This design comes from an exercise in tuning for small area on the open sky130 flow, not from production work. Function was checked by simulation only, so behaviour that the tests miss may differ from the original. The clock port is modelled as an ideal driver; clocking choices that lean on that would not hold on a real chip. Power is estimated from default activity; no workload was simulated.

**design/flow/design.v**
```verilog
package bra_his_tab_gen_pkg;
  localparam int                    BHT_HIST_W   = 10;
  localparam int                    BHT_ENTRIES  = 64;
  localparam logic [BHT_HIST_W-1:0] BHT_INIT_VAL = '0;
  typedef enum logic {
    ST_IDLE  = 1'b0,
    ST_SWEEP = 1'b1
  } flush_st_e;
endpackage
module bht_flush_seq #(
  parameter int ENTRIES = bra_his_tab_gen_pkg::BHT_ENTRIES,
  parameter int IDX_W   = $clog2(ENTRIES)
) (
  input  logic clk,
  input  logic reset,
  input  logic flush_req,
  output logic flush_busy
);
  logic [IDX_W-1:0] ptr;
  always_ff @(posedge clk) begin
    ptr <= flush_busy ? ptr + 1'b1 : '0;
  end
  always_ff @(posedge clk or negedge reset) begin
    if (!reset)
      flush_busy <= 1'b0;
    else if (flush_busy)
      flush_busy <= (ptr != IDX_W'(ENTRIES - 1));
    else
      flush_busy <= flush_req;
  end
endmodule
module bra_his_tab_gen #(
  parameter int                HIST_W   = bra_his_tab_gen_pkg::BHT_HIST_W,
  parameter int                ENTRIES  = bra_his_tab_gen_pkg::BHT_ENTRIES,
  parameter logic [HIST_W-1:0] INIT_VAL = '0,
  parameter int                IDX_W    = $clog2(ENTRIES)
) (
  input  logic              clk,
  input  logic              reset,
  input  logic              rd_en,
  input  logic [IDX_W-1:0]  rd_addr,
  output logic              rd_vld,
  output logic [HIST_W-1:0] rd_hist,
  input  logic              upd_en,
  input  logic [IDX_W-1:0]  upd_addr,
  input  logic              upd_taken,
  input  logic              rep_en,
  input  logic [IDX_W-1:0]  rep_addr,
  input  logic [HIST_W-1:0] rep_hist,
  input  logic              flush_req,
  output logic              flush_busy
);
  localparam int LO_W  = IDX_W / 2;
  localparam int HI_W  = IDX_W - LO_W;
  localparam int NGRP  = (ENTRIES + 2) / 3;
  logic [ENTRIES-1:0][HIST_W-1:0] tab;
  logic [ENTRIES-1:0]             rd_sel;
  logic                           live, keep_n, pol;
  logic [HIST_W-1:0]              rep_x;
  logic                           tkn_x;
  logic                           blk, rep_we, upd_we, upd_wr;
  logic                           rep_hit, upd_hit;
  logic [HIST_W-1:0]              rd_raw, rd_ent, rd_val;
  logic [(1<<LO_W)-1:0] r_lo, u_lo, s_lo, d_lo;
  logic [(1<<HI_W)-1:0] r_hi, u_hi, d_hi;
  bht_flush_seq #(.ENTRIES(ENTRIES), .IDX_W(IDX_W)) u_flush (
    .clk        (clk),
    .reset      (reset),
    .flush_req  (flush_req),
    .flush_busy (flush_busy)
  );
  always_ff @(posedge clk or negedge reset) begin
    if (!reset) begin
      live <= 1'b0;
      pol  <= 1'b0;
    end else begin
      live <= 1'b1;
      pol  <= ~pol | flush_busy;
    end
  end
  assign rep_x = rep_hist ^ {HIST_W{pol}};
  assign tkn_x = upd_taken ^ pol;
  assign blk    = flush_busy | flush_req;
  assign rep_we = rep_en & ~blk;
  assign upd_we = upd_en & ~blk;
  assign upd_wr = upd_we & ~(rep_we && (rep_addr == upd_addr));
  assign keep_n = ~live | flush_busy;
  bht_pre #(.W(LO_W)) u_r_lo (.en(rep_we),        .a(rep_addr[LO_W-1:0]),     .yn(r_lo));
  bht_pre #(.W(HI_W), .EN(0)) u_r_hi (.en(1'b1),          .a(rep_addr[IDX_W-1:LO_W]), .yn(r_hi));
  bht_pre #(.W(LO_W)) u_u_lo (.en(upd_wr),        .a(upd_addr[LO_W-1:0]),     .yn(u_lo));
  bht_pre #(.W(LO_W)) u_s_lo (.en(upd_wr & live), .a(upd_addr[LO_W-1:0]),     .yn(s_lo));
  bht_pre #(.W(HI_W), .EN(0)) u_u_hi (.en(1'b1),          .a(upd_addr[IDX_W-1:LO_W]), .yn(u_hi));
  bht_pre #(.W(LO_W)) u_d_lo (.en(live),          .a(rd_addr[LO_W-1:0]),      .yn(d_lo));
  bht_pre #(.W(HI_W), .EN(0)) u_d_hi (.en(1'b1),          .a(rd_addr[IDX_W-1:LO_W]),  .yn(d_hi));
  for (genvar e = 0; e < ENTRIES; e++) begin : g_ent
    localparam int L = e % (1 << LO_W);
    localparam int H = e / (1 << LO_W);
    logic sel_r, sel_u, sel_s, sel_h;
    logic [HIST_W-1:0] shin, nxt;
    bht_ent_sel u_sel (
      .r_lo (r_lo[L]), .r_hi (r_hi[H]),
      .u_lo (u_lo[L]), .u_hi (u_hi[H]),
      .s_lo (s_lo[L]),
      .d_lo (d_lo[L]), .d_hi (d_hi[H]),
      .keep_n (keep_n),
      .sel_r (sel_r), .sel_u (sel_u), .sel_s (sel_s), .sel_h (sel_h),
      .rd_sel (rd_sel[e])
    );
    assign shin = {tab[e][HIST_W-2:0], tkn_x};
    for (genvar b = 0; b < HIST_W; b++) begin : g_bit
      bht_nxt u_nxt (
        .sel_r (sel_r),
        .rh    (rep_x[b]),
        .sel_s (b == 0 ? sel_u : sel_s),
        .sh    (shin[b]),
        .sel_h (sel_h),
        .q     (tab[e][b]),
        .d     (nxt[b])
      );
    end
    always_ff @(posedge clk) tab[e] <= nxt;
  end
  for (genvar b = 0; b < HIST_W; b++) begin : g_rd
    logic [NGRP-1:0] grp_n;
    for (genvar g = 0; g < NGRP; g++) begin : g_grp
      if (3*g + 2 < ENTRIES) begin : g3
        bht_ao3n u_ao (
          .s0 (rd_sel[3*g]),   .d0 (tab[3*g][b]),
          .s1 (rd_sel[3*g+1]), .d1 (tab[3*g+1][b]),
          .s2 (rd_sel[3*g+2]), .d2 (tab[3*g+2][b]),
          .yn (grp_n[g])
        );
      end else if (3*g + 1 < ENTRIES) begin : g2
        bht_ao2n u_ao (
          .s0 (rd_sel[3*g]),   .d0 (tab[3*g][b]),
          .s1 (rd_sel[3*g+1]), .d1 (tab[3*g+1][b]),
          .yn (grp_n[g])
        );
      end else begin : g1
        bht_ao1n u_ao (
          .s0 (rd_sel[3*g]),   .d0 (tab[3*g][b]),
          .yn (grp_n[g])
        );
      end
    end
    bht_nandn #(.N(NGRP)) u_or (.an(grp_n), .y(rd_raw[b]));
  end
  assign rd_ent  = rd_raw ^ {HIST_W{pol}};
  assign rep_hit = rep_we & (rep_addr == rd_addr);
  assign upd_hit = upd_wr & (upd_addr == rd_addr);
  always_comb begin
    if (flush_busy)   rd_val = INIT_VAL;
    else if (rep_hit) rd_val = rep_hist;
    else if (upd_hit) rd_val = {rd_ent[HIST_W-2:0], upd_taken};
    else              rd_val = rd_ent;
  end
  always_ff @(posedge clk or negedge reset) begin
    if (!reset) begin
      rd_vld  <= 1'b0;
      rd_hist <= INIT_VAL;
    end else begin
      rd_vld  <= rd_en;
      rd_hist <= rd_val;
    end
  end
endmodule
module bht_pre #(
  parameter int W  = 3,
  parameter bit EN = 1
) (
  input  logic              en,
  input  logic [W-1:0]      a,
  output logic [(1<<W)-1:0] yn
);
  logic [W-1:0] an;
  for (genvar k = 0; k < W; k++) begin : g_inv
    bht_inv u_inv (.a(a[k]), .y(an[k]));
  end
  for (genvar i = 0; i < (1 << W); i++) begin : g
    logic [W-1:0] lit;
    for (genvar k = 0; k < W; k++) begin : g_lit
      assign lit[k] = i[k] ? a[k] : an[k];
    end
    if (EN) begin : g_en
      bht_nand #(.N(W+1)) u_nand (.a({en, lit}), .y(yn[i]));
    end else begin : g_noen
      bht_nand #(.N(W)) u_nand (.a(lit), .y(yn[i]));
    end
  end
endmodule
module bht_ent_sel (
  input  logic r_lo, r_hi,
  input  logic u_lo, u_hi,
  input  logic s_lo,
  input  logic d_lo, d_hi,
  input  logic keep_n,
  output logic sel_r, sel_u, sel_s, sel_h,
  output logic rd_sel
);
  bht_nor #(.N(2)) u_r (.a({r_lo, r_hi}), .y(sel_r));
  bht_nor #(.N(2)) u_u (.a({u_lo, u_hi}), .y(sel_u));
  bht_nor #(.N(2)) u_s (.a({s_lo, u_hi}), .y(sel_s));
  bht_nor #(.N(3)) u_h (.a({sel_r, sel_u, keep_n}), .y(sel_h));
  bht_nor #(.N(2)) u_d (.a({d_lo, d_hi}), .y(rd_sel));
endmodule
module bht_inv (
  input  logic a,
  output logic y
);
  assign y = ~a;
endmodule
module bht_nand #(
  parameter int N = 2
) (
  input  logic [N-1:0] a,
  output logic         y
);
  assign y = ~&a;
endmodule
module bht_nor #(
  parameter int N = 2
) (
  input  logic [N-1:0] a,
  output logic         y
);
  assign y = ~|a;
endmodule
module bht_nxt (
  input  logic sel_r,
  input  logic rh,
  input  logic sel_s,
  input  logic sh,
  input  logic sel_h,
  input  logic q,
  output logic d
);
  assign d = ~((sel_r & rh) | (sel_s & sh) | (sel_h & q));
endmodule
module bht_ao3n (
  input  logic s0, d0, s1, d1, s2, d2,
  output logic yn
);
  assign yn = ~((s0 & d0) | (s1 & d1) | (s2 & d2));
endmodule
module bht_ao2n (
  input  logic s0, d0, s1, d1,
  output logic yn
);
  assign yn = ~((s0 & d0) | (s1 & d1));
endmodule
module bht_ao1n (
  input  logic s0, d0,
  output logic yn
);
  assign yn = ~(s0 & d0);
endmodule
module bht_nandn #(
  parameter int N = 22
) (
  input  logic [N-1:0] an,
  output logic         y
);
  assign y = ~&an;
endmodule
```
**design/flow/flow/run.sh**
```bash
#!/bin/bash
# The standard layout (standard.sh), with these changes:
#  - synthesis is the standard one, run first on its own; the later steps
#    may not use any drive strength above 1 (dont_use_after_synth.txt lists
#    them; clock buffers and buf_2/buf_4 stay allowed), so placement repair
#    buffers high-fanout nets instead of upsizing their drivers;
#  - after floorplan, and again before placement's repair_design, every
#    combinational cell is set back to its smallest drive (synthesis and
#    timing-driven global placement upsize cells that drive many loads);
#    repair_design then buffers where needed;
#  - ports are buffered with buf_1;
#  - clock tree: clkbuf_8 buffers, sink clusters of up to 16 and no dummy
#    loads;
#  - after global routing, repair_timing -recover_power sizes down gates on
#    paths with slack (the clock period leaves plenty).
# Each tool's output goes to the ORFS logs under orfs/logs; make's own output
# goes to synth.log and layout.log here.
set -euo pipefail
here=$(pwd)
bash standard.sh synth > $here/synth.log 2>&1
export POST_FLOORPLAN_TCL=$here/flow/downsize.tcl
export PRE_GLOBAL_PLACE_TCL=$here/flow/restrict.tcl
export PRE_RESIZE_TCL=$here/flow/pre_resize.tcl
export PRE_CTS_TCL=$here/flow/restrict.tcl
export PRE_GLOBAL_ROUTE_TCL=$here/flow/restrict.tcl
export BUFFER_PORTS_ARGS="-buffer_cell sky130_fd_sc_hd__buf_1"
export RECOVER_POWER=100
export CTS_ARGS="-sink_clustering_enable -repair_clock_nets -sink_clustering_size 16 -sink_clustering_max_diameter 70 -dont_use_dummy_load -buf_list sky130_fd_sc_hd__clkbuf_8"
bash standard.sh finish > $here/layout.log 2>&1
```
**design/flow/flow/dont_use_after_synth.txt**
```
sky130_fd_sc_hd__a2111o_2 sky130_fd_sc_hd__a2111o_4 sky130_fd_sc_hd__a2111oi_2 sky130_fd_sc_hd__a2111oi_4 sky130_fd_sc_hd__a211o_2 sky130_fd_sc_hd__a211o_4 sky130_fd_sc_hd__a211oi_2 sky130_fd_sc_hd__a211oi_4 sky130_fd_sc_hd__a21bo_2 sky130_fd_sc_hd__a21bo_4 sky130_fd_sc_hd__a21boi_2 sky130_fd_sc_hd__a21boi_4 sky130_fd_sc_hd__a21o_2 sky130_fd_sc_hd__a21o_4 sky130_fd_sc_hd__a21oi_2 sky130_fd_sc_hd__a21oi_4 sky130_fd_sc_hd__a221o_2 sky130_fd_sc_hd__a221o_4 sky130_fd_sc_hd__a221oi_2 sky130_fd_sc_hd__a221oi_4 sky130_fd_sc_hd__a22o_2 sky130_fd_sc_hd__a22o_4 sky130_fd_sc_hd__a22oi_2 sky130_fd_sc_hd__a22oi_4 sky130_fd_sc_hd__a2bb2o_2 sky130_fd_sc_hd__a2bb2o_4 sky130_fd_sc_hd__a2bb2oi_2 sky130_fd_sc_hd__a2bb2oi_4 sky130_fd_sc_hd__a311o_2 sky130_fd_sc_hd__a311o_4 sky130_fd_sc_hd__a311oi_2 sky130_fd_sc_hd__a311oi_4 sky130_fd_sc_hd__a31o_2 sky130_fd_sc_hd__a31o_4 sky130_fd_sc_hd__a31oi_2 sky130_fd_sc_hd__a31oi_4 sky130_fd_sc_hd__a32o_2 sky130_fd_sc_hd__a32o_4 sky130_fd_sc_hd__a32oi_2 sky130_fd_sc_hd__a32oi_4 sky130_fd_sc_hd__a41o_2 sky130_fd_sc_hd__a41o_4 sky130_fd_sc_hd__a41oi_2 sky130_fd_sc_hd__a41oi_4 sky130_fd_sc_hd__and2_2 sky130_fd_sc_hd__and2_4 sky130_fd_sc_hd__and2b_2 sky130_fd_sc_hd__and2b_4 sky130_fd_sc_hd__and3_2 sky130_fd_sc_hd__and3_4 sky130_fd_sc_hd__and3b_2 sky130_fd_sc_hd__and3b_4 sky130_fd_sc_hd__and4_2 sky130_fd_sc_hd__and4_4 sky130_fd_sc_hd__and4b_2 sky130_fd_sc_hd__and4b_4 sky130_fd_sc_hd__and4bb_2 sky130_fd_sc_hd__and4bb_4 sky130_fd_sc_hd__buf_12 sky130_fd_sc_hd__buf_16 sky130_fd_sc_hd__buf_6 sky130_fd_sc_hd__buf_8 sky130_fd_sc_hd__bufbuf_16 sky130_fd_sc_hd__bufbuf_8 sky130_fd_sc_hd__bufinv_16 sky130_fd_sc_hd__bufinv_8 sky130_fd_sc_hd__clkdlybuf4s15_2 sky130_fd_sc_hd__clkdlybuf4s18_2 sky130_fd_sc_hd__clkdlybuf4s25_2 sky130_fd_sc_hd__clkdlybuf4s50_2 sky130_fd_sc_hd__dfbbn_2 sky130_fd_sc_hd__dfrbp_2 sky130_fd_sc_hd__dfrtp_2 sky130_fd_sc_hd__dfrtp_4 sky130_fd_sc_hd__dfsbp_2 sky130_fd_sc_hd__dfstp_2 sky130_fd_sc_hd__dfstp_4 sky130_fd_sc_hd__dfxbp_2 sky130_fd_sc_hd__dfxtp_2 sky130_fd_sc_hd__dfxtp_4 sky130_fd_sc_hd__dlclkp_2 sky130_fd_sc_hd__dlclkp_4 sky130_fd_sc_hd__dlrbn_2 sky130_fd_sc_hd__dlrbp_2 sky130_fd_sc_hd__dlrtn_2 sky130_fd_sc_hd__dlrtn_4 sky130_fd_sc_hd__dlrtp_2 sky130_fd_sc_hd__dlrtp_4 sky130_fd_sc_hd__dlxbn_2 sky130_fd_sc_hd__dlxtn_2 sky130_fd_sc_hd__dlxtn_4 sky130_fd_sc_hd__ebufn_2 sky130_fd_sc_hd__ebufn_4 sky130_fd_sc_hd__ebufn_8 sky130_fd_sc_hd__einvn_2 sky130_fd_sc_hd__einvn_4 sky130_fd_sc_hd__einvn_8 sky130_fd_sc_hd__einvp_2 sky130_fd_sc_hd__einvp_4 sky130_fd_sc_hd__einvp_8 sky130_fd_sc_hd__fa_2 sky130_fd_sc_hd__fa_4 sky130_fd_sc_hd__ha_2 sky130_fd_sc_hd__ha_4 sky130_fd_sc_hd__inv_12 sky130_fd_sc_hd__inv_16 sky130_fd_sc_hd__inv_2 sky130_fd_sc_hd__inv_4 sky130_fd_sc_hd__inv_6 sky130_fd_sc_hd__inv_8 sky130_fd_sc_hd__maj3_2 sky130_fd_sc_hd__maj3_4 sky130_fd_sc_hd__mux2_2 sky130_fd_sc_hd__mux2_4 sky130_fd_sc_hd__mux2_8 sky130_fd_sc_hd__mux2i_2 sky130_fd_sc_hd__mux2i_4 sky130_fd_sc_hd__mux4_2 sky130_fd_sc_hd__mux4_4 sky130_fd_sc_hd__nand2_2 sky130_fd_sc_hd__nand2_4 sky130_fd_sc_hd__nand2_8 sky130_fd_sc_hd__nand2b_2 sky130_fd_sc_hd__nand2b_4 sky130_fd_sc_hd__nand3_2 sky130_fd_sc_hd__nand3_4 sky130_fd_sc_hd__nand3b_2 sky130_fd_sc_hd__nand3b_4 sky130_fd_sc_hd__nand4_2 sky130_fd_sc_hd__nand4_4 sky130_fd_sc_hd__nand4b_2 sky130_fd_sc_hd__nand4b_4 sky130_fd_sc_hd__nand4bb_2 sky130_fd_sc_hd__nand4bb_4 sky130_fd_sc_hd__nor2_2 sky130_fd_sc_hd__nor2_4 sky130_fd_sc_hd__nor2_8 sky130_fd_sc_hd__nor2b_2 sky130_fd_sc_hd__nor2b_4 sky130_fd_sc_hd__nor3_2 sky130_fd_sc_hd__nor3_4 sky130_fd_sc_hd__nor3b_2 sky130_fd_sc_hd__nor3b_4 sky130_fd_sc_hd__nor4_2 sky130_fd_sc_hd__nor4_4 sky130_fd_sc_hd__nor4b_2 sky130_fd_sc_hd__nor4b_4 sky130_fd_sc_hd__nor4bb_2 sky130_fd_sc_hd__nor4bb_4 sky130_fd_sc_hd__o2111a_2 sky130_fd_sc_hd__o2111a_4 sky130_fd_sc_hd__o2111ai_2 sky130_fd_sc_hd__o2111ai_4 sky130_fd_sc_hd__o211a_2 sky130_fd_sc_hd__o211a_4 sky130_fd_sc_hd__o211ai_2 sky130_fd_sc_hd__o211ai_4 sky130_fd_sc_hd__o21a_2 sky130_fd_sc_hd__o21a_4 sky130_fd_sc_hd__o21ai_2 sky130_fd_sc_hd__o21ai_4 sky130_fd_sc_hd__o21ba_2 sky130_fd_sc_hd__o21ba_4 sky130_fd_sc_hd__o21bai_2 sky130_fd_sc_hd__o21bai_4 sky130_fd_sc_hd__o221a_2 sky130_fd_sc_hd__o221a_4 sky130_fd_sc_hd__o221ai_2 sky130_fd_sc_hd__o221ai_4 sky130_fd_sc_hd__o22a_2 sky130_fd_sc_hd__o22a_4 sky130_fd_sc_hd__o22ai_2 sky130_fd_sc_hd__o22ai_4 sky130_fd_sc_hd__o2bb2a_2 sky130_fd_sc_hd__o2bb2a_4 sky130_fd_sc_hd__o2bb2ai_2 sky130_fd_sc_hd__o2bb2ai_4 sky130_fd_sc_hd__o311a_2 sky130_fd_sc_hd__o311a_4 sky130_fd_sc_hd__o311ai_2 sky130_fd_sc_hd__o311ai_4 sky130_fd_sc_hd__o31a_2 sky130_fd_sc_hd__o31a_4 sky130_fd_sc_hd__o31ai_2 sky130_fd_sc_hd__o31ai_4 sky130_fd_sc_hd__o32a_2 sky130_fd_sc_hd__o32a_4 sky130_fd_sc_hd__o32ai_2 sky130_fd_sc_hd__o32ai_4 sky130_fd_sc_hd__o41a_2 sky130_fd_sc_hd__o41a_4 sky130_fd_sc_hd__o41ai_2 sky130_fd_sc_hd__o41ai_4 sky130_fd_sc_hd__or2_2 sky130_fd_sc_hd__or2_4 sky130_fd_sc_hd__or2b_2 sky130_fd_sc_hd__or2b_4 sky130_fd_sc_hd__or3_2 sky130_fd_sc_hd__or3_4 sky130_fd_sc_hd__or3b_2 sky130_fd_sc_hd__or3b_4 sky130_fd_sc_hd__or4_2 sky130_fd_sc_hd__or4_4 sky130_fd_sc_hd__or4b_2 sky130_fd_sc_hd__or4b_4 sky130_fd_sc_hd__or4bb_2 sky130_fd_sc_hd__or4bb_4 sky130_fd_sc_hd__sdfbbn_2 sky130_fd_sc_hd__sdfrbp_2 sky130_fd_sc_hd__sdfrtp_2 sky130_fd_sc_hd__sdfrtp_4 sky130_fd_sc_hd__sdfsbp_2 sky130_fd_sc_hd__sdfstp_2 sky130_fd_sc_hd__sdfstp_4 sky130_fd_sc_hd__sdfxbp_2 sky130_fd_sc_hd__sdfxtp_2 sky130_fd_sc_hd__sdfxtp_4 sky130_fd_sc_hd__sdlclkp_2 sky130_fd_sc_hd__sdlclkp_4 sky130_fd_sc_hd__sedfxbp_2 sky130_fd_sc_hd__sedfxtp_2 sky130_fd_sc_hd__sedfxtp_4 sky130_fd_sc_hd__xnor2_2 sky130_fd_sc_hd__xnor2_4 sky130_fd_sc_hd__xnor3_2 sky130_fd_sc_hd__xnor3_4 sky130_fd_sc_hd__xor2_2 sky130_fd_sc_hd__xor2_4 sky130_fd_sc_hd__xor3_2 sky130_fd_sc_hd__xor3_4
```
**design/flow/flow/downsize.tcl**
```tcl
# Set every combinational cell to the smallest drive strength of its kind.
set db [ord::get_db]
set block [ord::get_db_block]
set n 0
set dont [expr {[info exists ::env(DONT_USE_CELLS)] ? $::env(DONT_USE_CELLS) : ""}]
foreach inst [$block getInsts] {
  set m [$inst getMaster]
  if {[$m getType] ne "CORE" || [$m isSequential]} { continue }
  set name [$m getName]
  if {![regexp {^(sky130_fd_sc_hd__[a-z0-9]+)_([0-9]+)$} $name -> base drive]} { continue }
  set best $m
  set best_area [expr {[$m getWidth] * [$m getHeight]}]
  foreach d {0 1 2} {
    set c [$db findMaster ${base}_$d]
    if {$c eq "NULL" || [lsearch $dont ${base}_$d] >= 0} { continue }
    set a [expr {[$c getWidth] * [$c getHeight]}]
    if {$a < $best_area} { set best $c; set best_area $a }
  }
  if {$best ne $m} { $inst swapMaster $best; incr n }
}
puts "downsize: $n cells set to a smaller drive"
```
**design/flow/flow/pre_resize.tcl**
```tcl
# Before placement's repair_design: restrict the cells it may use and set
# every combinational cell back to its smallest drive.
source [file join [file dirname [info script]] restrict.tcl]
source [file join [file dirname [info script]] downsize.tcl]
```
**design/flow/flow/restrict.tcl**
```tcl
# Mark every cell in dont_use_after_synth.txt (drive strengths above 1, other
# than clock buffers and buf_2/buf_4) dont_use for the step that sources this.
set restrict_file [file join [file dirname [info script]] dont_use_after_synth.txt]
set restrict_fh [open $restrict_file]
set restrict_cells [string trim [read $restrict_fh]]
close $restrict_fh
set_dont_use $restrict_cells
puts "restrict: [llength $restrict_cells] cells set dont_use"
```
**design/flow/standard.sh**
```bash
#!/bin/bash
# synth_recipe.tcl (not shown) runs the flow's synth.tcl, then flattens the netlist and writes it again
# the make line also repeats each setting of config.mk as NAME=value (left out here)
make -C /OpenROAD-flow-scripts/flow DESIGN_CONFIG=/design/flow/config.mk WORK_HOME=/design/flow/orfs CLKGATE_MAP_FILE= SYNTH_SCRIPT=/design/flow/synth_recipe.tcl "${@:-finish}"
```
**design/flow/config.mk**
```make
export PLATFORM = sky130hd
export DESIGN_NAME = bra_his_tab_gen
export DESIGN_NICKNAME = bra_his_tab_gen
export VERILOG_FILES = /design/flow/design.v
export SDC_FILE = /design/flow/constraint.sdc
export NUM_CORES = 4
export LEC_CHECK = 0
export CAP_MARGIN = 10
export CELL_PAD_IN_SITES_GLOBAL_PLACEMENT = 1
export CORE_MARGIN = 2
export CORE_UTILIZATION = 55
export GPL_ROUTABILITY_DRIVEN = 1
export PLACE_DENSITY = 0.65
export SLEW_MARGIN = 10
export SYNTH_HIERARCHICAL = 1
```
**design/flow/constraint.sdc**
```tcl
create_clock -name core_clock -period 10.0 [get_ports {clk}]
set_input_delay 2.0000 -clock core_clock [delete_from_list [all_inputs] [get_ports {clk}]]
set_output_delay 2.0000 -clock core_clock [all_outputs]
set_load 0.01 [all_outputs]
```
==> run notes <==
==> per-module statistics from Yosys (local to each module, per instance), excerpt <==
module / times used / cells / flip-flops and latches
bht_ao3n: 210 / 1 / 0
bht_ao1n: 10 / 1 / 0
bht_inv: 21 / 1 / 0
bra_his_tab_gen: 1 / 759 / 653
bht_nxt: 640 / 1 / 0
==> power groups by stage <==
stage               Clock (mW)  Combinational [mW]  Sequential (mW)
floorplan                    0               0.360             2.93
global placement             0               0.569             2.99
detailed placement           0               0.593             2.99
CTS                       1.28               0.594             2.93
global route              1.37               0.638             2.95
finish                    1.28               0.628             2.94
==> worst paths after layout <==
kind / start / end / cells after the start
max in group asynchronous: reset / u_flush.flush_busy / 1
worst max register to register: live / rd_hist[8] / 9
worst min register to register: u_flush.ptr[0] / u_flush.ptr[0] / 1
min in group asynchronous: reset / pol / 1
worst max-delay path: rd_addr[0] / rd_hist[8] / 11
worst min-delay path: u_flush.ptr[0] / u_flush.ptr[0] / 1
==> placed cells by master, fill, tap and decap left out, types with 2 or more instances in the layout <==
cell type | netlist | final
nand3_1 | 29 | 30
nand2_1 | 12 | 12
and2_1 | 5 | 2
clkbuf_1 | 3 | 6
inv_1 | 21 | 21
dfxtp_1 | 646 | 646
diode_2 | 0 | 5
buf_2 | 4 | 18
buf_1 | 0 | 56
and4_1 | 10 | 10
nor3b_1 | 9 | 10
nor4_1 | 10 | 20
a222oi_1 | 850 | 850
nand2b_1 | 3 | 3
buf_4 | 0 | 18
and3_1 | 7 | 8
clkbuf_8 | 0 | 48
dfrtp_1 | 14 | 14
nor3_1 | 3 | 67
nand4_1 | 85 | 85
xor2_1 | 20 | 20
and2_0 | 0 | 3
nor2_1 | 269 | 270
xnor2_1 | 22 | 22
==> metal layers <==
layer / up-vias / GRT usage, % / routed length [µm]
met3: 494 / 12.7 / 17100
met1: 12468 / 56.7 / 38000
met5: - / 0 / 27
met2: 2475 / 61.3 / 44000
li1: 10456 / - / -
met4: 4 / 28.2 / 7990
==> logic make-up after synthesis <==
group,after synthesis,share of synthesized area (%)
compound gates,855,33.9
xor+xnor,42,1.46
fa+ha+maj,1,0.0496
buf+inv,29,0.481
flops,660,52.6
mux,1,0.0397
other cells,1,0.0149
simple gates,522,11.4
==> layout make-up <==
cell class	instances	share of cell area (%)
diodes	5	0.0469
clock buffers	48	2.48
multi-input cells	1422	42.8
repair buffers	99	1.75
flip-flops and latches	660	49.8
inverters	21	0.296
well taps	600	2.81
==> stage by stage <==
stage	hold WS [ps]	utilization, %	area [µm²]	worst slack, ps	cells
2_1_floorplan	433	-	25200	5330	2111
3_3_place_gp	434	57.0	25900	3910	2783
3_5_place_dp	441	57.3	26000	3800	2801
4_1_cts	458	58.7	26600	4490	2849
5_1_grt	466	58.7	26700	4260	2851
6_report	458	58.8	26700	4050	2855
==> state kept, by name, summed over array words and instances (netlist names) <==
name                flops
u_flush.ptr             6
tab                   640
pol                     1
live                    1
rd_vld                  1
u_flush.flush_busy      1
rd_hist                10
==> results.yml <==
timing:
  skew_ps: 65.6
  rsz0062_at_grt: "false"
  hold_violations: 0
  max_freq_mhz: 168
  worst_slew_pin_slew_ps: 1380
  relSlewSlack_pct: 7.75
  report.final.setup_viol: 0
  period_minus_slack_ps: 5950
  slew_violations: 0
  fin_tns_setup_ps: 0
  post-route-period-util_pct: 59.5
pwr:
  ir_worst_vdd_mv: 0.130
  power_frac_clock_pct: 26.4
  seq_power_share_pct: 60.6
  p_int_mw: 3.41
  p_per_area_nw_per_um2: 182
  p_total_mw: 4.85
  leakage_nw: 8.37
  p_sw_share_pct: 29.6
  comb_power_share_pct: 13.0
  power_switching_mw: 1.44
critical_path:
  reg2reg_slack_ps: 5350
  arrival_ps: 6510
  cp-start-kind: "input pin"
  crit_path_cell_trace: "clkbuf_1 -> inv_1 -> nand4_1 -> nor2_1 -> a222oi_1 -> nand4_1 -> nor4_1 -> nand4_1 -> xnor2_1 -> and3_1 -> nor4_1"
  cpPeakStageDelay_ps: 1000
  critPathKind: "input pin to flip-flop"
  critPathRequiredTime_ps: 10560
  crit_fanout: 10
  path_common_cell: "nand4_1"
  crit_slowest_cell: "nor4_1"
  critPathCaptureType: "flip-flop"
  cp.buffers_inverters: 2
  cp_top_family: "simple AND/OR/NAND/NOR gates"
drt:
  drt_wl_total_mm: 107
  first_pass_iters: 17
  via_per_inst: 9.07
  wl_per_cell_um: 37.5
  vias: 25897
  drt-initial-drc-count: 9755
  drc_errors: 0
  ant_nets: 0
yosys:
  synth_flop_cell: "dfxtp_1"
  yosysSeqAreaShare_pct: 52.6
  synth_nets: 2147
  synth_area_um2: 25200
  synth_edf_count: 0
  synth_cell_types: 36
  synth_top_cell_by_area: "dfxtp_1"
  synth-seq-cells: 660
  netlist.area_leader.share_pct: 51.2
  yosys-top-cells-count: "a222oi_1 (850), dfxtp_1 (646), nor2_1 (269), nand4_1 (85), nor3_2 (64)"
  synth_warnings: 8
  synth_most_common_cell: "a222oi_1"
  synthCells: 2111
  postSynthAreaPerCell_um2: 12.0
  synth_area_leaders: "dfxtp_1 (51%), a222oi_1 (34%), nor2_1 (4.0%), nor3_2 (2.5%), nand4_1 (2.1%)"
  async_flop_share_pct: 2.12
clock_tree:
  worstSkewPairLatency_ps: 700
  ctsResizeCount: 0
  cts_tree: "done"
  postCtsHoldBufs: 0
  cts.clk_slew.worst_paths_ps: 110
  cts.sinks: 660
  postCtsSetupBuffers: 0
  cts_buffers: 48
die:
  rows: 78
  ios: 47
  core_um2: 45400
  die_w_um: 218
  die_h_um: 218
  start_util_pct: 55.6
  die-area_um2: 47600
layout:
  area_growth_pct: 5.68
  drive_gt1_share_pct: 3.78
  nFillCells: 3879
  multi_input_area_um2: 11400
  fin_nets: 2288
  seq_area_um2: 13300
global_route:
  first_global_vias: 22575
  grt_overflow: 0
  grt_pass1_wl_mm: 154
  grt_max_degree: 34
  antenna_found_initial: 4
  grtUsageTotal_pct: 43.1
placement:
  io_buffers: 46
  gp_congestion: 1.10
  hpwl_mm: 72.9
status:
  status: "complete, no violations"
flow_run:
  maxCapViolCount: 0
min_path:
  worst_hold_path_type: "flip-flop to flip-flop"

[afterwards: timing with drivers on the ports]
No port has a modelled driver above. Below, the same layout with a new extraction and two added sets of constraints.
Step 1 assumes that a clkbuf_16 drives the clock port and a buf_2 every other input.
Step 2 adds t to the input delays and takes it off the output delays; t is the mean of the earliest and latest rising clock arrival at the registers after step 1. Input paths then give back, and output paths get back, about the clock's delay inside the block.
Slacks: ideal / step 1 / step 2; pairs: ideal / step 1.
t (ns): 0.735
setup WS [ns]: 4.051 / 4.069 / 3.334
hold WS [ns]: 0.458 / 0.458 / 0.458
worst setup path after step 2: input to register
worst register clock-pin slew, ns: 0.11 / 0.11
After both steps setup and hold are still met in this run. For this run, drivers alone change the setup slack by +0.018 ns; drivers and shift together by -0.717 ns.
